Background: an optimization exercise with open tools, aiming at small area, a short achievable clock period and few clock cycles. Do not read the settings as production practice.
Function was checked by simulation only, so behaviour that the tests miss may differ from the original.

==> inputs of garnet <==
// sstf_disk_scheduler
module sstf_disk_scheduler #(
	parameter  int MAX_REQUESTS  = 32,
	parameter  int POSITION_BITS = 12,
	localparam int IN_DATA_W     = ((POSITION_BITS + 7) / 8) * 8,
	localparam int OUT_DATA_W    = ((3 * POSITION_BITS + sstf_pkg::TOTAL_W + 7) / 8) * 8
) (
	input  logic                            clk,
	input  logic                            arst_n,
	input  logic                            s_tvalid,
	output logic                            s_tready,
	input  logic [IN_DATA_W-1:0]            s_tdata,   
	input  logic                            s_tuser,   
	output logic                            m_tvalid,
	input  logic                            m_tready,
	output logic [OUT_DATA_W-1:0]           m_tdata,
	output logic                            m_tlast,   
	output logic [sstf_pkg::OUT_USER_W-1:0] m_tuser    
);
==> flow/config.mk <==
export PLATFORM = sky130hd
export DESIGN_NAME = sstf_disk_scheduler
export DESIGN_NICKNAME = sstf_disk_scheduler
export VERILOG_FILES = /design/flow/design.v
export SDC_FILE = /design/flow/constraint.sdc
export NUM_CORES = 4
export LEC_CHECK = 0
export CAP_MARGIN = 20
export CORE_MARGIN = 2
export CORE_UTILIZATION = 35
export PLACE_DENSITY = 0.45
export SETUP_SLACK_MARGIN = 3.5
export SLEW_MARGIN = 20
==> flow/constraint.sdc <==
create_clock -name core_clock -period 7.5 [get_ports {clk}]
set_input_delay 1.5000 -clock core_clock [delete_from_list [all_inputs] [get_ports {clk}]]
set_output_delay 1.5000 -clock core_clock [all_outputs]
set_load 0.01 [all_outputs]
run.sh (not shown) runs the stock make flow with config.mk's settings and CLKGATE_MAP_FILE= SYNTH_SCRIPT=/design/flow/synth_recipe.tcl, a recipe that flattens the netlist after the stock synthesis.
==> delta (differences from garnet) <==
--- a/flow/design.v
+++ b/flow/design.v
@@ -39,11 +39,10 @@
 	logic          yrun_q;
 	logic [W-1:0]  tab_q [N];
 	logic [GW-1:0] grp_q [N];
 	logic [N-1:0]  nx_q;      
 	logic [N-1:0]  rn_q;      
-	logic [N-1:0]  free_q;    
 	logic [N-1:0]  wl_q;      
 	logic [N-1:0]  wr_q;      
 	logic [CW-1:0] m_q;       
 	logic          mz_q;      
 	logic          mf_q;      
@@ -155,11 +154,11 @@
 	logic [1:0]   cmp_r [N];
 	always_comb begin
 		for (int i = 0; i < N; i++) begin
 			nxt[i]   = nx_q[i];
 			run[i]   = rn_q[i];
-			free[i]  = free_q[i];
+			free[i]  = !nx_q[i] && !rn_q[i] && !wl_q[i] && !wr_q[i];
 			cmp_r[i] = cmp_ge(tab_q[i], x_q);
 			len[i]   = nxt[i] && !cmp_r[i][1];
 			gtn[i]   = nxt[i] && cmp_r[i][1];
 			evn[i]   = nxt[i] && cmp_r[i][0];
 		end
@@ -363,36 +362,15 @@
 		pend_e_n = presplit ? blk_empty : pend_e_q;
 		run_n    = ((split && !blk_empty) || start) ? 1'b1 : (last ? 1'b0 : run_q);
 		pop_n    = f2_q ? 1'b1 : (last ? 1'b0 : pop_q);
 		spred_n  = pend_n && !pend_e_n && (!run_n || (pop_n && r1_n));
 	end
-	logic [N-1:0] nx_n, rn_n, wl_n, wr_n;
-	always_comb begin
-		nx_n = split_run ? '0 : (nx_q | t_new);
-		if (split && !blk_empty) rn_n = nx_q;
-		else if (start)          rn_n = (wl_q | wr_q) & ~clr;
-		else                     rn_n = rn_q & ~clr;
-		wl_n = wl_q;
-		wr_n = wr_q;
-		if (presplit && !blk_empty) begin
-			wl_n = len;
-			wr_n = gtn;
-		end else if (start) begin
-			wl_n = '0;
-			wr_n = '0;
-		end else if (sh_r) begin
-			wr_n = wr_q << 1;
-		end else if (sh_l) begin
-			wl_n = wl_q >> 1;
-		end
-	end
 	always_ff @(posedge clk or negedge arst_n) begin
 		if (!arst_n) begin
 			in_rdy_q <= 1'b1;
 			xv_q     <= 1'b0;
 			nx_q     <= '0;
-			free_q   <= '1;
 			rn_q     <= '0;
 			m_q      <= '0;
 			mz_q     <= 1'b1;
 			mf_q     <= 1'b0;
 			yv_q     <= 1'b0;
@@ -420,15 +398,33 @@
 			m_q      <= m_n;
 			mz_q     <= mz_n;
 			mf_q     <= mf_n;
 			rem_q    <= rem_n;
 			r1_q     <= r1_n;
-			nx_q   <= nx_n;
-			rn_q   <= rn_n;
-			wl_q   <= wl_n;
-			wr_q   <= wr_n;
-			free_q <= ~(nx_n | rn_n | wl_n | wr_n);
+			if (split_run) begin
+				nx_q <= '0;
+			end else begin
+				nx_q <= nx_q | t_new;
+			end
+			if (split && !blk_empty) begin
+				rn_q <= nx_q;
+			end else if (start) begin
+				rn_q <= (wl_q | wr_q) & ~clr;
+			end else begin
+				rn_q <= rn_q & ~clr;
+			end
+			if (presplit && !blk_empty) begin
+				wl_q <= len;
+				wr_q <= gtn;
+			end else if (start) begin
+				wl_q <= '0;
+				wr_q <= '0;
+			end else if (sh_r) begin
+				wr_q <= wr_q << 1;
+			end else if (sh_l) begin
+				wl_q <= wl_q >> 1;
+			end
 			if (presplit) begin
 				pend_q <= 1'b1;
 			end else if (start || start_empty) begin
 				pend_q <= 1'b0;
 			end
- SETUP_SLACK_MARGIN: 3.5 -> 3.0
==> zinc (differences from garnet) <==
--- a/flow/design.v
+++ b/flow/design.v
@@ -39,11 +39,10 @@
 	logic          yrun_q;
 	logic [W-1:0]  tab_q [N];
 	logic [GW-1:0] grp_q [N];
 	logic [N-1:0]  nx_q;      
 	logic [N-1:0]  rn_q;      
-	logic [N-1:0]  free_q;    
 	logic [N-1:0]  wl_q;      
 	logic [N-1:0]  wr_q;      
 	logic [CW-1:0] m_q;       
 	logic          mz_q;      
 	logic          mf_q;      
@@ -155,11 +154,11 @@
 	logic [1:0]   cmp_r [N];
 	always_comb begin
 		for (int i = 0; i < N; i++) begin
 			nxt[i]   = nx_q[i];
 			run[i]   = rn_q[i];
-			free[i]  = free_q[i];
+			free[i]  = !nx_q[i] && !rn_q[i] && !wl_q[i] && !wr_q[i];
 			cmp_r[i] = cmp_ge(tab_q[i], x_q);
 			len[i]   = nxt[i] && !cmp_r[i][1];
 			gtn[i]   = nxt[i] && cmp_r[i][1];
 			evn[i]   = nxt[i] && cmp_r[i][0];
 		end
@@ -363,36 +362,15 @@
 		pend_e_n = presplit ? blk_empty : pend_e_q;
 		run_n    = ((split && !blk_empty) || start) ? 1'b1 : (last ? 1'b0 : run_q);
 		pop_n    = f2_q ? 1'b1 : (last ? 1'b0 : pop_q);
 		spred_n  = pend_n && !pend_e_n && (!run_n || (pop_n && r1_n));
 	end
-	logic [N-1:0] nx_n, rn_n, wl_n, wr_n;
-	always_comb begin
-		nx_n = split_run ? '0 : (nx_q | t_new);
-		if (split && !blk_empty) rn_n = nx_q;
-		else if (start)          rn_n = (wl_q | wr_q) & ~clr;
-		else                     rn_n = rn_q & ~clr;
-		wl_n = wl_q;
-		wr_n = wr_q;
-		if (presplit && !blk_empty) begin
-			wl_n = len;
-			wr_n = gtn;
-		end else if (start) begin
-			wl_n = '0;
-			wr_n = '0;
-		end else if (sh_r) begin
-			wr_n = wr_q << 1;
-		end else if (sh_l) begin
-			wl_n = wl_q >> 1;
-		end
-	end
 	always_ff @(posedge clk or negedge arst_n) begin
 		if (!arst_n) begin
 			in_rdy_q <= 1'b1;
 			xv_q     <= 1'b0;
 			nx_q     <= '0;
-			free_q   <= '1;
 			rn_q     <= '0;
 			m_q      <= '0;
 			mz_q     <= 1'b1;
 			mf_q     <= 1'b0;
 			yv_q     <= 1'b0;
@@ -420,15 +398,33 @@
 			m_q      <= m_n;
 			mz_q     <= mz_n;
 			mf_q     <= mf_n;
 			rem_q    <= rem_n;
 			r1_q     <= r1_n;
-			nx_q   <= nx_n;
-			rn_q   <= rn_n;
-			wl_q   <= wl_n;
-			wr_q   <= wr_n;
-			free_q <= ~(nx_n | rn_n | wl_n | wr_n);
+			if (split_run) begin
+				nx_q <= '0;
+			end else begin
+				nx_q <= nx_q | t_new;
+			end
+			if (split && !blk_empty) begin
+				rn_q <= nx_q;
+			end else if (start) begin
+				rn_q <= (wl_q | wr_q) & ~clr;
+			end else begin
+				rn_q <= rn_q & ~clr;
+			end
+			if (presplit && !blk_empty) begin
+				wl_q <= len;
+				wr_q <= gtn;
+			end else if (start) begin
+				wl_q <= '0;
+				wr_q <= '0;
+			end else if (sh_r) begin
+				wr_q <= wr_q << 1;
+			end else if (sh_l) begin
+				wl_q <= wl_q >> 1;
+			end
 			if (presplit) begin
 				pend_q <= 1'b1;
 			end else if (start || start_empty) begin
 				pend_q <= 1'b0;
 			end
- SETUP_SLACK_MARGIN: 3.5 -> 3.8
==> comparison table <==
item                                                                zinc           delta          garnet
Status                                                    finished clean  finished clean  finished clean
Post-Synth Adder-Cell Area                                         3.41%           3.41%           3.05%
Via total after detailed routing                                   83300           78800           80300
Drt total wl                                                   506000 um       482000 um       505000 um
Final cell utilization of the core                                 45.9%           40.5%           43.0%
Initial DRC Count                                                  14000           12900           12400
Routability congestion estimate                                     1.06            1.04            1.06
First-pass GRT wire length                                     666000 um       634000 um       663000 um
Met2 Resource Use GR                                               66.5%           64.3%           65.7%
Worst endpoint required time                                     8.20 ns         8.22 ns         8.27 ns
Seq Cell Count                                                      1005            1005            1037
Met2 WL post-DR                                                203000 um       197000 um       203000 um
Routing usage on met1                                              55.1%           55.6%           56.7%
# clk buffers                                                        178             192             187
Layout fillers                                                     19400           20300           20100
Post-CTS Setup Bufs                                                  437              40             173
Width of the chip                                                 454 um          454 um          458 um
Placed cells                                                       10600           10700           10500
Post-place instance area                                       75300 um2       75400 um2       75800 um2
Insertion delay to the later sink of the worst-skew pair         0.84 ns         0.86 ns         0.86 ns
Testbench counts of garnet, summed over its fixed seeds: cycles 8,055.
Testbench counts of delta, summed over its fixed seeds: cycles 8,055.
Testbench counts of zinc, summed over its fixed seeds: cycles 8,055.

re-timing with driven ports:
The flow's constraints put no driver on any port. The routed layouts listed below were extracted and timed again, unchanged, in two steps. Step 1, drivers: a clkbuf_16 drives clk and a buf_2 each remaining input, both assumed. Step 2 also shifts input and output timing later by t, the mid clock arrival at the registers, as if the neighbouring blocks saw the same clock. a / b / c = no drivers / after step 1 / after step 2; a / b = the first two.
run | t, ns | slack for setup (ns) | worst slew at a driven data input, ns
garnet | 0.937 | 3.155 / 3.155 / 2.587 | 0.05
delta | 0.931 | 2.902 / 2.902 / 2.233 | 0.05
zinc | 0.917 | 3.080 / 3.080 / 2.704 | 0.05
After both steps setup and hold are still met in every run listed. The setup slack of delta, which loses most, moves by 0.000 ns with the drivers and by -0.669 ns with both steps.
